This is an optimization exercise on Yosys and OpenROAD, whose aim is small area, a short achievable clock period and few clock cycles per item, not a production implementation.
Function was not checked in any run shown here: the RTL went through the layout flow alone.

`flow/constraint.sdc`:
```
create_clock -name core_clock -period 7.0 [get_ports {clk_i}]
set_input_delay 1.4000 -clock core_clock [delete_from_list [all_inputs] [get_ports {clk_i}]]
set_output_delay 1.4000 -clock core_clock [all_outputs]
set_load 0.01 [all_outputs]
```
`flow/standard.sh`:
```
#!/bin/bash
# synth_recipe.tcl (not shown) runs the flow's synth.tcl, then flattens the netlist and writes it again
# the make line also repeats each setting of config.mk as NAME=value (left out here)
make -C /OpenROAD-flow-scripts/flow DESIGN_CONFIG=/design/flow/config.mk WORK_HOME=/design/flow/orfs CLKGATE_MAP_FILE= SYNTH_SCRIPT=/design/flow/synth_recipe.tcl "${@:-finish}"
```
`flow/flow/run.sh`:
```
#!/bin/bash
# The standard layout with two changes to how it is made:
# - plain buf_1 cells as the input and output port buffers (every port still
#   gets its own buffer);
# - yosys synth without its internal "abc -fast" pre-mapping (-noabc), so
#   that the adder extraction sees the full-adder tree as written. Registers
#   and their names are the same as in the standard synthesis.
# The make output goes to standard.log; ORFS's per-step logs stay under
# orfs/logs/.
set -euo pipefail
export BUFFER_PORTS_ARGS="-buffer_cell sky130_fd_sc_hd__buf_1"
export SYNTH_ARGS="-noabc"
bash standard.sh > standard.log 2>&1
```
`flow/config.mk`:
```
export PLATFORM = sky130hd
export DESIGN_NAME = matmul_engine
export DESIGN_NICKNAME = matmul_engine
export VERILOG_FILES = /design/flow/design.v
export SDC_FILE = /design/flow/constraint.sdc
export NUM_CORES = 4
export LEC_CHECK = 0
export ABC_AREA = 1
export CAP_MARGIN = 20
export CORE_MARGIN = 2
export CORE_UTILIZATION = 40
export SETUP_SLACK_MARGIN = 2.6
export SLEW_MARGIN = 20
```
`flow/design.v`:
```
package matmul_pkg;
    localparam int DEF_DATA_WIDTH = 8;
    localparam int DEF_BUS_WIDTH  = 16;
    localparam int DEF_DIM        = 4;
endpackage
module pe_sat
#(
    parameter int DATA_WIDTH = 8,
    parameter int BUS_WIDTH  = 16
) (
    input  logic                  clk_i,
    input  logic                  clr_i,     
    input  logic                  load_i,    
    input  logic [BUS_WIDTH-1:0]  init_i,
    input  logic [3:0]            bo_one,    
    input  logic [3:0]            bo_two,
    input  logic [3:0]            bo_neg,
    input  logic [DATA_WIDTH-1:0] a_i,
    output logic [BUS_WIDTH-1:0]  acc_o,
    output logic                  flag_o
);
    logic [16:0] s_q, c_q, s_d, c_d;
    logic [16:0] sum;
    logic        overflow, flag_q, flag_d;
    logic [15:0] res, base;
    logic pp1, pp2, pp3, pp4, pp5, pp6, pp7, pp8, pp9, pp10, pp11, pp12, pp13, pp14, pp15, pp16, pp17, pp18, pp19, pp20, pp21, pp22, pp23, pp24, pp25, pp26, pp27, pp28, pp29, pp30, pp31, pp32, pp33, pp34, pp35, pp36, pp37, pp38, pp39, pp40, hs41, hc42, hs43, hc44, fs45, fc46, hs47, hc48, fs49, fc50, hs51, hc52, fs53, fc54, fs55, fc56, fs57, fc58, hs59, hc60, fs61, fc62, hs63, hc64, hs65, hc66, hs67, hc68, fs69, fc70, fs71, fc72, fs73, fc74, fs75, fc76, fs77, fc78, fs79, fc80, fs81, fc82, fs83, fc84, fs85, fc86, hs87, hc88, fs89, fc90, fs91, fc92, fs93, fc94, fs95, fc96, fs97, fc98, fs99, fc100, fs101, fc102, fs103, fc104, fs105, fc106, fs107, fc108, fs109, fc110, fs111, fc112, fs113, fc114, fs115, fc116, fs117, fc118;
    assign sum      = s_q + c_q;
    assign overflow = sum[16] != sum[15];
    assign res      = overflow ? {sum[16], {15{!sum[16]}}} : sum[15:0];
    assign acc_o    = res;
    assign flag_o   = flag_q || overflow;
    always_comb begin
        if (clr_i)       base = '0;
        else if (load_i) base = init_i;
        else             base = res;
    end
    assign flag_d = !(clr_i || load_i) && (flag_q || overflow);
    assign pp1 = ((bo_one[0] & a_i[0]) | (bo_two[0] & 1'b0)) ^ bo_neg[0];
    assign pp2 = ((bo_one[0] & a_i[1]) | (bo_two[0] & a_i[0])) ^ bo_neg[0];
    assign pp3 = ((bo_one[0] & a_i[2]) | (bo_two[0] & a_i[1])) ^ bo_neg[0];
    assign pp4 = ((bo_one[0] & a_i[3]) | (bo_two[0] & a_i[2])) ^ bo_neg[0];
    assign pp5 = ((bo_one[0] & a_i[4]) | (bo_two[0] & a_i[3])) ^ bo_neg[0];
    assign pp6 = ((bo_one[0] & a_i[5]) | (bo_two[0] & a_i[4])) ^ bo_neg[0];
    assign pp7 = ((bo_one[0] & a_i[6]) | (bo_two[0] & a_i[5])) ^ bo_neg[0];
    assign pp8 = ((bo_one[0] & a_i[7]) | (bo_two[0] & a_i[6])) ^ bo_neg[0];
    assign pp9 = ((bo_one[0] & a_i[7]) | (bo_two[0] & a_i[7])) ^ bo_neg[0];
    assign pp10 = ~pp9;
    assign pp11 = ((bo_one[1] & a_i[0]) | (bo_two[1] & 1'b0)) ^ bo_neg[1];
    assign pp12 = ((bo_one[1] & a_i[1]) | (bo_two[1] & a_i[0])) ^ bo_neg[1];
    assign pp13 = ((bo_one[1] & a_i[2]) | (bo_two[1] & a_i[1])) ^ bo_neg[1];
    assign pp14 = ((bo_one[1] & a_i[3]) | (bo_two[1] & a_i[2])) ^ bo_neg[1];
    assign pp15 = ((bo_one[1] & a_i[4]) | (bo_two[1] & a_i[3])) ^ bo_neg[1];
    assign pp16 = ((bo_one[1] & a_i[5]) | (bo_two[1] & a_i[4])) ^ bo_neg[1];
    assign pp17 = ((bo_one[1] & a_i[6]) | (bo_two[1] & a_i[5])) ^ bo_neg[1];
    assign pp18 = ((bo_one[1] & a_i[7]) | (bo_two[1] & a_i[6])) ^ bo_neg[1];
    assign pp19 = ((bo_one[1] & a_i[7]) | (bo_two[1] & a_i[7])) ^ bo_neg[1];
    assign pp20 = ~pp19;
    assign pp21 = ((bo_one[2] & a_i[0]) | (bo_two[2] & 1'b0)) ^ bo_neg[2];
    assign pp22 = ((bo_one[2] & a_i[1]) | (bo_two[2] & a_i[0])) ^ bo_neg[2];
    assign pp23 = ((bo_one[2] & a_i[2]) | (bo_two[2] & a_i[1])) ^ bo_neg[2];
    assign pp24 = ((bo_one[2] & a_i[3]) | (bo_two[2] & a_i[2])) ^ bo_neg[2];
    assign pp25 = ((bo_one[2] & a_i[4]) | (bo_two[2] & a_i[3])) ^ bo_neg[2];
    assign pp26 = ((bo_one[2] & a_i[5]) | (bo_two[2] & a_i[4])) ^ bo_neg[2];
    assign pp27 = ((bo_one[2] & a_i[6]) | (bo_two[2] & a_i[5])) ^ bo_neg[2];
    assign pp28 = ((bo_one[2] & a_i[7]) | (bo_two[2] & a_i[6])) ^ bo_neg[2];
    assign pp29 = ((bo_one[2] & a_i[7]) | (bo_two[2] & a_i[7])) ^ bo_neg[2];
    assign pp30 = ~pp29;
    assign pp31 = ((bo_one[3] & a_i[0]) | (bo_two[3] & 1'b0)) ^ bo_neg[3];
    assign pp32 = ((bo_one[3] & a_i[1]) | (bo_two[3] & a_i[0])) ^ bo_neg[3];
    assign pp33 = ((bo_one[3] & a_i[2]) | (bo_two[3] & a_i[1])) ^ bo_neg[3];
    assign pp34 = ((bo_one[3] & a_i[3]) | (bo_two[3] & a_i[2])) ^ bo_neg[3];
    assign pp35 = ((bo_one[3] & a_i[4]) | (bo_two[3] & a_i[3])) ^ bo_neg[3];
    assign pp36 = ((bo_one[3] & a_i[5]) | (bo_two[3] & a_i[4])) ^ bo_neg[3];
    assign pp37 = ((bo_one[3] & a_i[6]) | (bo_two[3] & a_i[5])) ^ bo_neg[3];
    assign pp38 = ((bo_one[3] & a_i[7]) | (bo_two[3] & a_i[6])) ^ bo_neg[3];
    assign pp39 = ((bo_one[3] & a_i[7]) | (bo_two[3] & a_i[7])) ^ bo_neg[3];
    assign pp40 = ~pp39;
    assign hs41 = bo_neg[2] ^ pp5;
    assign hc42 = bo_neg[2] & pp5;
    assign hs43 = pp6 ^ pp14;
    assign hc44 = pp6 & pp14;
    assign fs45 = bo_neg[3] ^ pp7 ^ pp15;
    assign fc46 = (bo_neg[3] & pp7) | (bo_neg[3] & pp15) | (pp7 & pp15);
    assign hs47 = pp23 ^ pp31;
    assign hc48 = pp23 & pp31;
    assign fs49 = pp8 ^ pp16 ^ pp24;
    assign fc50 = (pp8 & pp16) | (pp8 & pp24) | (pp16 & pp24);
    assign hs51 = pp32 ^ base[7];
    assign hc52 = pp32 & base[7];
    assign fs53 = ~(pp10 ^ pp17);
    assign fc54 = pp10 | pp17;
    assign fs55 = pp25 ^ pp33 ^ base[8];
    assign fc56 = (pp25 & pp33) | (pp25 & base[8]) | (pp33 & base[8]);
    assign fs57 = ~(pp18 ^ pp26);
    assign fc58 = pp18 | pp26;
    assign hs59 = pp34 ^ base[9];
    assign hc60 = pp34 & base[9];
    assign fs61 = pp20 ^ pp27 ^ pp35;
    assign fc62 = (pp20 & pp27) | (pp20 & pp35) | (pp27 & pp35);
    assign hs63 = ~pp28;
    assign hc64 = pp28;
    assign hs65 = bo_neg[1] ^ pp3;
    assign hc66 = bo_neg[1] & pp3;
    assign hs67 = pp4 ^ pp12;
    assign hc68 = pp4 & pp12;
    assign fs69 = pp13 ^ pp21 ^ hs41;
    assign fc70 = (pp13 & pp21) | (pp13 & hs41) | (pp21 & hs41);
    assign fs71 = pp22 ^ hc42 ^ hs43;
    assign fc72 = (pp22 & hc42) | (pp22 & hs43) | (hc42 & hs43);
    assign fs73 = hc44 ^ hs47 ^ base[6];
    assign fc74 = (hc44 & hs47) | (hc44 & base[6]) | (hs47 & base[6]);
    assign fs75 = hc48 ^ fc46 ^ fs49;
    assign fc76 = (hc48 & fc46) | (hc48 & fs49) | (fc46 & fs49);
    assign fs77 = fc50 ^ fs53 ^ hc52;
    assign fc78 = (fc50 & fs53) | (fc50 & hc52) | (fs53 & hc52);
    assign fs79 = fc54 ^ fs57 ^ hs59;
    assign fc80 = (fc54 & fs57) | (fc54 & hs59) | (fs57 & hs59);
    assign fs81 = base[10] ^ fc58 ^ fs61;
    assign fc82 = (base[10] & fc58) | (base[10] & fs61) | (fc58 & fs61);
    assign fs83 = pp36 ^ hs63 ^ base[11];
    assign fc84 = (pp36 & hs63) | (pp36 & base[11]) | (hs63 & base[11]);
    assign fs85 = pp30 ^ pp37 ^ hc64;
    assign fc86 = (pp30 & pp37) | (pp30 & hc64) | (pp37 & hc64);
    assign hs87 = ~pp38;
    assign hc88 = pp38;
    assign fs89 = bo_neg[0] ^ pp1 ^ base[0];
    assign fc90 = (bo_neg[0] & pp1) | (bo_neg[0] & base[0]) | (pp1 & base[0]);
    assign fs91 = pp2 ^ base[1] ^ fc90;
    assign fc92 = (pp2 & base[1]) | (pp2 & fc90) | (base[1] & fc90);
    assign fs93 = pp11 ^ hs65 ^ base[2];
    assign fc94 = (pp11 & hs65) | (pp11 & base[2]) | (hs65 & base[2]);
    assign fs95 = hc66 ^ hs67 ^ base[3];
    assign fc96 = (hc66 & hs67) | (hc66 & base[3]) | (hs67 & base[3]);
    assign fs97 = hc68 ^ base[4] ^ fc96;
    assign fc98 = (hc68 & base[4]) | (hc68 & fc96) | (base[4] & fc96);
    assign fs99 = base[5] ^ fc70 ^ fs71;
    assign fc100 = (base[5] & fc70) | (base[5] & fs71) | (fc70 & fs71);
    assign fs101 = fs45 ^ fc72 ^ fs73;
    assign fc102 = (fs45 & fc72) | (fs45 & fs73) | (fc72 & fs73);
    assign fs103 = hs51 ^ fc74 ^ fs75;
    assign fc104 = (hs51 & fc74) | (hs51 & fs75) | (fc74 & fs75);
    assign fs105 = fs55 ^ fc76 ^ fs77;
    assign fc106 = (fs55 & fc76) | (fs55 & fs77) | (fc76 & fs77);
    assign fs107 = fc56 ^ fc78 ^ fs79;
    assign fc108 = (fc56 & fc78) | (fc56 & fs79) | (fc78 & fs79);
    assign fs109 = hc60 ^ fs81 ^ fc80;
    assign fc110 = (hc60 & fs81) | (hc60 & fc80) | (fs81 & fc80);
    assign fs111 = fc62 ^ fs83 ^ fc82;
    assign fc112 = (fc62 & fs83) | (fc62 & fc82) | (fs83 & fc82);
    assign fs113 = base[12] ^ fs85 ^ fc84;
    assign fc114 = (base[12] & fs85) | (base[12] & fc84) | (fs85 & fc84);
    assign fs115 = hs87 ^ base[13] ^ fc86;
    assign fc116 = (hs87 & base[13]) | (hs87 & fc86) | (base[13] & fc86);
    assign fs117 = pp40 ^ hc88 ^ base[14];
    assign fc118 = (pp40 & hc88) | (pp40 & base[14]) | (hc88 & base[14]);
    assign s_d[0] = fs89;
    assign c_d[0] = 1'b0;
    assign s_d[1] = fs91;
    assign c_d[1] = 1'b0;
    assign s_d[2] = fc92;
    assign c_d[2] = fs93;
    assign s_d[3] = fc94;
    assign c_d[3] = fs95;
    assign s_d[4] = fs69;
    assign c_d[4] = fs97;
    assign s_d[5] = fc98;
    assign c_d[5] = fs99;
    assign s_d[6] = fc100;
    assign c_d[6] = fs101;
    assign s_d[7] = fc102;
    assign c_d[7] = fs103;
    assign s_d[8] = fc104;
    assign c_d[8] = fs105;
    assign s_d[9] = fc106;
    assign c_d[9] = fs107;
    assign s_d[10] = fc108;
    assign c_d[10] = fs109;
    assign s_d[11] = fc110;
    assign c_d[11] = fs111;
    assign s_d[12] = fc112;
    assign c_d[12] = fs113;
    assign s_d[13] = fc114;
    assign c_d[13] = fs115;
    assign s_d[14] = fc116;
    assign c_d[14] = fs117;
    assign s_d[15] = ~base[15];
    assign c_d[15] = fc118;
    assign s_d[16] = 1'b1;
    assign c_d[16] = 1'b0;
    always_ff @(posedge clk_i) begin
        s_q    <= s_d;
        c_q    <= c_d;
        flag_q <= flag_d;
    end
endmodule
module matmul_engine
#(
    parameter int DATA_WIDTH = matmul_pkg::DEF_DATA_WIDTH,
    parameter int BUS_WIDTH  = matmul_pkg::DEF_BUS_WIDTH,
    parameter int DIM        = matmul_pkg::DEF_DIM
) (
    input  logic                          clk_i,
    input  logic                          rst_i,
    input  logic                          start_i,
    input  logic                          mode_i,
    input  logic [DIM*DATA_WIDTH-1:0]     a_col_i,
    input  logic [DIM*DATA_WIDTH-1:0]     b_row_i,
    input  logic                          op_valid_i,
    output logic                          op_ready_o,
    input  logic [DIM*DIM*BUS_WIDTH-1:0]  c_i,
    output logic [DIM*DIM*BUS_WIDTH-1:0]  m_o,
    output logic [DIM*DIM-1:0]            flags_o,
    output logic                          busy_o,
    output logic                          done_o,
    output logic [$clog2(DIM+1)-1:0]      beat_cnt_o
);
    localparam int CW = $clog2(DIM + 1);
    logic          busy_q, done_q;
    logic [CW-1:0] beat_cnt_q;
    logic          start_ok, accept, last;
    assign start_ok = start_i && !busy_q && !rst_i;
    assign accept   = op_valid_i && busy_q && !rst_i;
    assign last     = (beat_cnt_q == CW'(DIM - 1));
    always_ff @(posedge clk_i) begin
        if (rst_i) begin
            busy_q     <= 1'b0;
            done_q     <= 1'b0;
            beat_cnt_q <= '0;
        end else begin
            done_q <= accept && last;
            if (start_ok) begin
                busy_q     <= 1'b1;
                beat_cnt_q <= '0;
            end else if (accept) begin
                beat_cnt_q <= beat_cnt_q + CW'(1);
                if (last) busy_q <= 1'b0;
            end
        end
    end
    assign op_ready_o = busy_q;
    assign busy_o     = busy_q;
    assign done_o     = done_q;
    assign beat_cnt_o = beat_cnt_q;
    logic [3:0] bo_one [DIM];
    logic [3:0] bo_two [DIM];
    logic [3:0] bo_neg [DIM];
    for (genvar j = 0; j < DIM; j++) begin : g_booth
        logic [DATA_WIDTH:0] bx;
        assign bx = {b_row_i[j*DATA_WIDTH +: DATA_WIDTH], 1'b0};
        for (genvar k = 0; k < 4; k++) begin : g_digit
            logic hi, mid, lo;
            assign lo  = bx[2*k];
            assign mid = bx[2*k+1];
            assign hi  = bx[2*k+2];
            assign bo_one[j][k] = accept && (mid ^ lo);
            assign bo_two[j][k] = accept && ((hi && !mid && !lo) || (!hi && mid && lo));
            assign bo_neg[j][k] = hi;
        end
    end
    for (genvar i = 0; i < DIM; i++) begin : g_row
        for (genvar j = 0; j < DIM; j++) begin : g_col
            pe_sat #(
                .DATA_WIDTH (DATA_WIDTH),
                .BUS_WIDTH  (BUS_WIDTH)
            ) u_pe (
                .clk_i  (clk_i),
                .clr_i  (rst_i),
                .load_i (start_ok),
                .init_i (mode_i ? c_i[(i*DIM+j)*BUS_WIDTH +: BUS_WIDTH] : '0),
                .bo_one (bo_one[j]),
                .bo_two (bo_two[j]),
                .bo_neg (bo_neg[j]),
                .a_i    (a_col_i[i*DATA_WIDTH +: DATA_WIDTH]),
                .acc_o  (m_o[(i*DIM+j)*BUS_WIDTH +: BUS_WIDTH]),
                .flag_o (flags_o[i*DIM+j])
            );
        end
    end
endmodule
```
==> flow_metrics.py, run 1 <==
metrics = {
    "synthesis": {
        "yosysMostFrequentCell": "nand2_1",
        "synth_common_cells": "1804 x nand2_1, 697 x inv_1, 640 x xor2_1",
        "syn_area_um2": 50600,
        "synthCells": 6470,
        "ys_ff_latch": 501,
        "synthMuxAreaShare_pct": 0,
        "synth_compound_area_share_pct": 10.6,
        "synth_top_area_share_pct": 19.8,
        "synth-xor-area-share_pct": 12.1,
        "ys_types": 46,
        "yosys_warnings": 8,
        "syn_nets": 7645,
        "synth.area.top_cells": "dfxtp_1 20%, fa_1 18%, nand2_1 13%",
        "synth_top_family_by_area": "adder cells",
        "synth_seq_area_share_pct": 19.8,
        "async_reset_ff_share_pct": 0,
        "syn_area_per_cell_um2": 7.81,
        "synth_fa_ha_area_share_pct": 27.9,
        "synth-edff-count": 0,
        "synthSimpleGateAreaFrac_pct": 20.7,
        "post-synth-top-area-cell": "dfxtp_1",
        "ys.flop_type": "dfxtp_1",
    },
    "setup_path": {
        "cp_slowest_cell": "inv_1",
        "cp.arrival_ns": 4.89,
        "worstReg2RegStart": "busy_q$_SDFFE_PP0P_",
        "cp_cell_sequence": "buf_1 > nor2_4 > buf_12 > buf_12 > buf_4 > inv_1 > nor2_1 > a21oi_1 > ha_1 > fa_1 > inv_1 > fa_1",
        "critPathLaunch": "rst_i",
        "cp.required_ns": 7.52,
        "crit_buf_inv": 6,
        "endpoint_kind": "flop",
        "critPathTopFamily": "buffers and inverters",
        "path_max_fanout": 9,
        "crit_type": "in2reg",
        "cp_slowest_stage_delay_ns": 0.66,
        "critPathLaunchType": "input port",
    },
    "final_layout": {
        "syn2layout_area_growth_pct": 13.8,
        "final_cells": 8636,
        "fillers": 12800,
        "layout-drive-gt1-share_pct": 8.24,
        "post-route-util_pct": 45.8,
        "post-route-cell-area_um2": 57500,
        "nets": 8106,
    },
    "clock_network": {
        "cts_tree": "yes",
        "cts_buffers": 66,
        "insertion_delay_ns": 0.65,
        "clock_path_buffers": 3,
        "root_buffer": "clkbuf_16",
        "cts-htree-levels": 3,
        "clock-sinks": 501,
        "path_clk_slew_ns": 0.06,
    },
    "die": {
        "die_h_um": 360,
        "fp-row-count": 130,
        "initial_core_util_pct": 40.3,
        "coreArea_um2": 126000,
        "die_x_um": 360,
        "die-area_um2": 129000,
        "pin_count": 603,
    },
    "route": {
        "drt-initial-drc-count": 3524,
        "drt_pass1_iterations": 6,
        "totalWireLength_mm": 181,
        "num_vias": 45100,
        "routed_via_density": 5.23,
        "drc": 0,
        "wl_per_cell_um": 20.9,
        "ant_nets": 0,
    },
    "timing": {
        "min_period_ns": 4.38,
        "rsz0062_at_grt": "true",
        "fmax_ghz": 0.229,
        "relSlewSlack_pct": 25.0,
        "fin_skew_ns": 0.0206,
        "period_share_pct": 62.5,
        "final_max_slew_viol_count": 0,
        "setup_viol": 0,
        "finalHoldViolations": 0,
        "tightest_slew_ns": 1.13,
        "fin_tns_setup_ns": 0,
    },
    "global_routing": {
        "grt_pass1_wl_mm": 270,
        "grt_antenna_before_repair": 21,
        "grt_overflow_total": 0,
        "grt_max_degree": 115,
        "grt_pass1_vias": 44800,
        "grtUsageTotal_pct": 27.2,
    },
    "outcome": {
        "outcome": "timing/DRC/antenna clean",
    },
    "worst_hold_path": {
        "worst_hold_path_type": "reg2reg",
        "min_from": "beat_cnt_q[2]$_SDFFE_PP0P_",
    },
    "placed_design": {
        "numPortBuffers": 602,
        "dpl.hpwl_mm": 136,
        "place_congestion": 0.906,
        "dp.cells": 8443,
        "place_area_um2": 53900,
    },
    "flow_run": {
        "drv_cap": 0,
    },
}
-- final timing paths --
| path | endpoint | slack [ns] | cells past startpoint |
|---|---|---|---|
| worst min-delay path | beat_cnt_q[2]$_SDFFE_PP0P_ | 0.50 | 2 |
| worst min register to register | beat_cnt_q[2]$_SDFFE_PP0P_ | 0.50 | 2 |
| worst max-delay path | g_row[2].g_col[1].u_pe.c_q[8]$_DFF_P_ | 2.62 | 12 |
| worst max register to register | g_row[2].g_col[1].u_pe.c_q[8]$_DFF_P_ | 3.00 | 12 |
-- what timing repair did --
action,CTS,global route
setup endpoints to repair,331,302
hold buffers,0,0
pin swaps,9,24
gates resized for setup,45,104
setup buffers,21,40
cloned,2,7
-- cells in the final DEF, fill, tap and decap left out, types with 16 or more instances in the layout --
cell type and count:
a21oi_2 24, buf_4 123, a21boi_0 32, nor3_1 23, o22ai_1 381, nand2_4 20, nand2_2 37, o21bai_1 44
clkbuf_2 22, xor2_1 640, nand3b_1 18, a21oi_1 186, inv_1 670, nand4_1 35, o21ai_0 34, nand3_1 165
clkbuf_16 69, xnor2_1 60, nor2_4 18, ha_1 381, clkbuf_8 16, buf_1 573, fa_1 459, o22ai_2 67
nand2_1 1783, nor2_2 33, dfxtp_1 501, inv_2 22, nor2_1 360, nand3_4 20
-- sequential cells by signal (all words and copies together), names as in the netlist --
name,flops
g_row.g_col.u_pe.s_q,256
busy_q,1
g_row.g_col.u_pe.flag_q,16
beat_cnt_q,3
done_q,1
g_row.g_col.u_pe.c_q,224
-- worst reg2reg max path, stage by stage (launching register included) --
cell and delay, ns:
dfxtp_1 0.43, nand2_1 0.15, nor2_4 0.16, buf_12 0.17, buf_12 0.16, buf_4 0.26
inv_1 0.44, nor2_1 0.54, a21oi_1 0.16, ha_1 0.32, fa_1 0.56, inv_1 0.06
fa_1 0.47
-- stage by stage --
| stage | hold WS, ns | worst slack, ns |
|---|---|---|
| after floorplan | 0.486 | 2.78 |
| after global placement | 0.478 | 1.50 |
| after detailed placement | 0.485 | 1.41 |
| after CTS | 0.494 | 2.55 |
| after global routing | 0.527 | 2.54 |
| final | 0.496 | 2.62 |
-- area by class of cell --
| cell class | instances | area, µm² | area share, % |
|---|---|---|---|
| multi-input combinational | 4904 | 36800 | 64.0 |
| sequential | 501 | 10000 | 17.4 |
| timing repair buffer | 741 | 3500 | 6.08 |
| inverter | 717 | 2750 | 4.78 |
| tap | 1650 | 2060 | 3.59 |
| clock buffer | 94 | 1980 | 3.44 |
| clock inverter | 24 | 397 | 0.690 |
| antenna | 5 | 12.5 | 0.0218 |
-- cell families after synthesis --
family	Yosys count
simple gates	2543
compound gates	802
flops	501
fa+ha+maj	850
xor+xnor	700
buf+inv	1074
-- routing by layer --
metal	wire [µm]	GRT usage, %	up-vias
met1	80000	37.1	21700
met2	80500	43.4	1673
li1	-	-	21500
met3	13200	4.59	279
met5	94	0	-
met4	6700	9.50	14
==> run 2, diff against run 1 <==
--- a/flow/design.v
+++ b/flow/design.v
@@ -25,3 +25,3 @@
     logic [15:0] res, base;
-    logic pp1, pp2, pp3, pp4, pp5, pp6, pp7, pp8, pp9, pp10, pp11, pp12, pp13, pp14, pp15, pp16, pp17, pp18, pp19, pp20, pp21, pp22, pp23, pp24, pp25, pp26, pp27, pp28, pp29, pp30, pp31, pp32, pp33, pp34, pp35, pp36, pp37, pp38, pp39, pp40, hs41, hc42, hs43, hc44, fs45, fc46, hs47, hc48, fs49, fc50, hs51, hc52, fs53, fc54, fs55, fc56, fs57, fc58, hs59, hc60, fs61, fc62, hs63, hc64, hs65, hc66, hs67, hc68, fs69, fc70, fs71, fc72, fs73, fc74, fs75, fc76, fs77, fc78, fs79, fc80, fs81, fc82, fs83, fc84, fs85, fc86, hs87, hc88, fs89, fc90, fs91, fc92, fs93, fc94, fs95, fc96, fs97, fc98, fs99, fc100, fs101, fc102, fs103, fc104, fs105, fc106, fs107, fc108, fs109, fc110, fs111, fc112, fs113, fc114, fs115, fc116, fs117, fc118;
+    logic pp1, pp2, pp3, pp4, pp5, pp6, pp7, pp8, pp9, pp10, pp11, pp12, pp13, pp14, pp15, pp16, pp17, pp18, pp19, pp20, pp21, pp22, pp23, pp24, pp25, pp26, pp27, pp28, pp29, pp30, pp31, pp32, pp33, pp34, pp35, pp36, pp37, pp38, pp39, pp40, hs41, hc42, hs43, hc44, fs45, fc46, hs47, hc48, fs49, fc50, hs51, hc52, fs53, fc54, fs55, fc56, fs57, fc58, hs59, hc60, fs61, fc62, hs63, hc64, hs65, hc66, hs67, hc68, fs69, fc70, fs71, fc72, fs73, fc74, fs75, fc76, fs77, fc78, fs79, fc80, fs81, fc82, fs83, fc84, fs85, fc86, hs87, hc88, hs89, hc90, hs91, hc92, fs93, fc94, fs95, fc96, fs97, fc98, fs99, fc100, fs101, fc102, fs103, fc104, fs105, fc106, fs107, fc108, fs109, fc110, fs111, fc112, fs113, fc114, fs115, fc116, fs117, fc118;
     assign sum      = s_q + c_q;
@@ -125,6 +125,6 @@
     assign hc88 = pp38;
-    assign fs89 = bo_neg[0] ^ pp1 ^ base[0];
-    assign fc90 = (bo_neg[0] & pp1) | (bo_neg[0] & base[0]) | (pp1 & base[0]);
-    assign fs91 = pp2 ^ base[1] ^ fc90;
-    assign fc92 = (pp2 & base[1]) | (pp2 & fc90) | (base[1] & fc90);
+    assign hs89 = bo_neg[0] ^ pp1;
+    assign hc90 = bo_neg[0] & pp1;
+    assign hs91 = pp2 ^ base[1];
+    assign hc92 = pp2 & base[1];
     assign fs93 = pp11 ^ hs65 ^ base[2];
@@ -133,4 +133,4 @@
     assign fc96 = (hc66 & hs67) | (hc66 & base[3]) | (hs67 & base[3]);
-    assign fs97 = hc68 ^ base[4] ^ fc96;
-    assign fc98 = (hc68 & base[4]) | (hc68 & fc96) | (base[4] & fc96);
+    assign fs97 = hc68 ^ base[4] ^ fs69;
+    assign fc98 = (hc68 & base[4]) | (hc68 & fs69) | (base[4] & fs69);
     assign fs99 = base[5] ^ fc70 ^ fs71;
@@ -155,7 +155,7 @@
     assign fc118 = (pp40 & hc88) | (pp40 & base[14]) | (hc88 & base[14]);
-    assign s_d[0] = fs89;
-    assign c_d[0] = 1'b0;
-    assign s_d[1] = fs91;
-    assign c_d[1] = 1'b0;
-    assign s_d[2] = fc92;
+    assign s_d[0] = hs89;
+    assign c_d[0] = base[0];
+    assign s_d[1] = hc90;
+    assign c_d[1] = hs91;
+    assign s_d[2] = hc92;
     assign c_d[2] = fs93;
@@ -163,3 +163,3 @@
     assign c_d[3] = fs95;
-    assign s_d[4] = fs69;
+    assign s_d[4] = fc96;
     assign c_d[4] = fs97;
@@ -185,4 +185,4 @@
     assign c_d[14] = fs117;
-    assign s_d[15] = ~base[15];
-    assign c_d[15] = fc118;
+    assign s_d[15] = fc118;
+    assign c_d[15] = ~base[15];
     assign s_d[16] = 1'b1;
==> run 2 against run 1 <==
Highest routed layer unchanged; area after synthesis grew 5.7%; utilization grew 0.63 points; final area grew 7.3%; clock skew grew 0.0038 ns; worst hold slack gained 0.010 ns; still clean on timing, DRC and antenna; largest cell class unchanged.
==> flow_metrics.py, run 2 <==
metrics = {
    "synthesis": {
        "post-synth-top-area-cell": "dfxtp_1",
        "synth_top_family_by_area": "adder cells",
        "ys_types": 45,
        "syn_nets": 8281,
        "synth_common_cells": "2107 x nand2_1, 827 x inv_1, 658 x xor2_1",
        "synth_seq_area_share_pct": 20.0,
        "synth-xor-area-share_pct": 11.2,
        "synth_compound_area_share_pct": 9.93,
        "synthMuxAreaShare_pct": 0,
        "synth-edff-count": 0,
        "ys.flop_type": "dfxtp_1",
        "yosysMostFrequentCell": "nand2_1",
        "synthSimpleGateAreaFrac_pct": 23.0,
        "synth_top_area_share_pct": 20.0,
        "synthCells": 7074,
        "yosys_warnings": 8,
        "synth_fa_ha_area_share_pct": 26.7,
        "syn_area_um2": 53400,
        "ys_ff_latch": 533,
        "synth.area.top_cells": "dfxtp_1 20%, fa_1 16%, nand2_1 15%",
        "async_reset_ff_share_pct": 0,
        "syn_area_per_cell_um2": 7.55,
    },
    "final_layout": {
        "syn2layout_area_growth_pct": 15.5,
        "regArea_um2": 10700,
        "reg_top3": "g_row.g_col.u_pe.c_q: 256 flops, g_row.g_col.u_pe.s_q: 256 flops, g_row.g_col.u_pe.flag_q: 16 flops",
        "multi_input_area_um2": 39000,
        "layout_common_cells": "2049 x nand2_1, 810 x inv_1, 658 x xor2_1",
        "layout-drive-gt1-share_pct": 9.52,
        "final_cells": 9424,
        "fillers": 13500,
        "final_common_cell": "nand2_1",
        "post-route-util_pct": 46.4,
        "nets": 8797,
    },
    "timing": {
        "rsz0062_at_grt": "true",
        "min_period_ns": 4.37,
        "period_share_pct": 62.5,
        "fin_skew_ns": 0.0244,
        "finalHoldViolations": 0,
        "relSlewSlack_pct": 17.9,
        "final_max_slew_viol_count": 0,
        "setup_viol": 0,
        "fin_tns_setup_ns": 0,
        "fmax_ghz": 0.229,
        "tightest_slew_ns": 1.23,
    },
    "clock_network": {
        "insertion_delay_ns": 0.69,
        "cts-htree-levels": 3,
        "root_buffer": "clkbuf_16",
        "cts_hold_buf": 0,
        "cts_buffers": 72,
        "clock-sinks": 533,
        "path_clk_slew_ns": 0.06,
        "cts_tree": "yes",
        "clock_path_buffers": 3,
    },
    "placed_design": {
        "dpl.hpwl_mm": 148,
        "place_congestion": 0.925,
        "dp.cells": 9181,
        "numPortBuffers": 602,
    },
    "route": {
        "totalWireLength_mm": 194,
        "wl_per_cell_um": 20.6,
        "num_vias": 49000,
        "routed_via_density": 5.20,
        "drt-initial-drc-count": 3545,
        "drt_pass1_iterations": 6,
        "ant_nets": 0,
        "drc": 0,
    },
    "global_routing": {
        "grt_overflow_total": 0,
        "grt_antenna_before_repair": 13,
        "grt_pass1_vias": 48200,
        "grt_max_degree": 123,
        "use_met2_pct": 45.9,
        "grt_pass1_wl_mm": 288,
        "grt_use_met3_pct": 5.38,
        "grtUsageMet1_pct": 35.5,
        "grtUsageTotal_pct": 27.6,
        "top_usage_layer": "met2",
    },
    "worst_hold_path": {
        "min_from": "beat_cnt_q[2]$_SDFFE_PP0P_",
        "worst_hold_path_type": "reg2reg",
    },
    "die": {
        "fp-row-count": 134,
        "die_h_um": 370,
        "coreArea_um2": 133000,
        "initial_core_util_pct": 40.2,
        "die-area_um2": 137000,
        "pin_count": 603,
        "die_x_um": 370,
    },
    "setup_path": {
        "cp.arrival_ns": 4.92,
        "path_max_fanout": 28,
        "critPathLaunchType": "input port",
        "critPathLaunch": "rst_i",
        "reg2reg_slack_ns": 2.98,
        "crit_type": "in2reg",
        "cp_slowest_cell": "fa_1",
        "critPathMostFrequentCell": "fa_1",
        "worstReg2RegStart": "busy_q$_SDFFE_PP0P_",
        "endpoint_kind": "flop",
        "cp_slowest_stage_delay_ns": 0.52,
        "cp.required_ns": 7.54,
        "cp_cell_sequence": "clkdlybuf4s15_2 > nor2_8 > buf_12 > nand2_2 > o22ai_1 > xor2_1 > fa_1 > fa_1 > fa_1",
    },
    "outcome": {
        "outcome": "timing/DRC/antenna clean",
    },
    "flow_run": {
        "drv_cap": 0,
    },
}
[run 2: cell types whose count changed after synthesis, sizes merged, moves of 33 or more]
cell / change
ha: +64
xnor2: -33
nand2: +295
nand3: +77
or2: +47
inv: +132
[run 2: cell families (layout without fill, tap and decap cells)]
logic type      Yosys count  after routing
simple gates           2967           2977
buf+inv                1206           1765
fa+ha+maj               882            882
compound gates          801            803
xor+xnor                685            685
flops                   533            533
other cells               0             11
[run 2: worst paths after layout]
path	to	cells after the start
worst max-delay path	g_row[2].g_col[1].u_pe.c_q[7]$_DFF_P_	9
worst max register to register	g_row[2].g_col[1].u_pe.c_q[7]$_DFF_P_	9
worst min-delay path	beat_cnt_q[2]$_SDFFE_PP0P_	2
worst min register to register	beat_cnt_q[2]$_SDFFE_PP0P_	2
[run 2: final cells by class]
class                           instances  share of cell area, %
Timing Repair Buffer                  786                   6.44
Inverter                              848                   5.24
Clock inverter                         30                  0.760
Clock buffer                           99                   3.45
Multi-Input combinational cell       5347                   63.2
Sequential cell                       533                   17.3
Timing Repair inverter                  2                 0.0182
Tap cell                             1768                   3.58
Antenna cell                           11                 0.0446
[run 2: what timing repair did]
item                                    CTS  global route
endpoints found under the setup margin  330           322
gates cloned                              4            11
gates resized for setup                  94           164
buffers inserted                         34            54
pin swaps                                20            43
[run 2: worst max-delay path, delay by kind of cell]
family	cells	cell delay (ns)
AO/OA/AOI/OAI	1	0.47
buffers and inverters	2	0.61
XOR/XNOR	1	0.22
AND/OR/NAND/NOR	2	0.69
adder cells (fa/ha/maj)	3	1.47
[run 2: metal layers]
metal / wire (µm) / vias up / share of wire, %
li1: - / 23400 / -
met1: 81500 / 23500 / 42
met2: 91100 / 1767 / 47
met3: 14200 / 323 / 7.3
met4: 7180 / 10 / 3.7
met5: 61 / - / 0.031
[run 2: metrics by stage]
step	cell area [µm²]	setup slack [ns]	hold slack, ns
detailed placement	57100	1.47	0.486
global placement	57100	1.52	0.485
global route	61700	2.55	0.532
finish	61700	2.63	0.506
floorplan	53400	2.77	0.486
CTS	60500	2.57	0.499

==> what the ideal ports hide <==
The results above use ideal ports. As a check the final layouts listed here were re-extracted and re-timed, cells and wires unchanged.
Step 1 assumes that a clkbuf_16 drives the clock port and a buf_2 every other input.
Step 2 also shifts input and output timing later by t, the mid clock arrival at the registers, as if the neighbouring blocks saw the same clock.
a / b / c = no drivers / after step 1 / after step 2; a / b = the first two.
run	shift t [ns]	setup slack, ns	hold slack, ns	worst register clock-pin slew, ns
run 1	0.710	2.624 / 2.595 / 1.965	0.496 / 0.496 / 0.496	0.07 / 0.07
run 2	0.752	2.625 / 2.631 / 1.920	0.506 / 0.506 / 0.506	0.07 / 0.07
After both steps setup and hold are still met in every run listed. The setup slack of run 2, which loses most, moves by +0.006 ns with the drivers and by -0.705 ns with both steps.
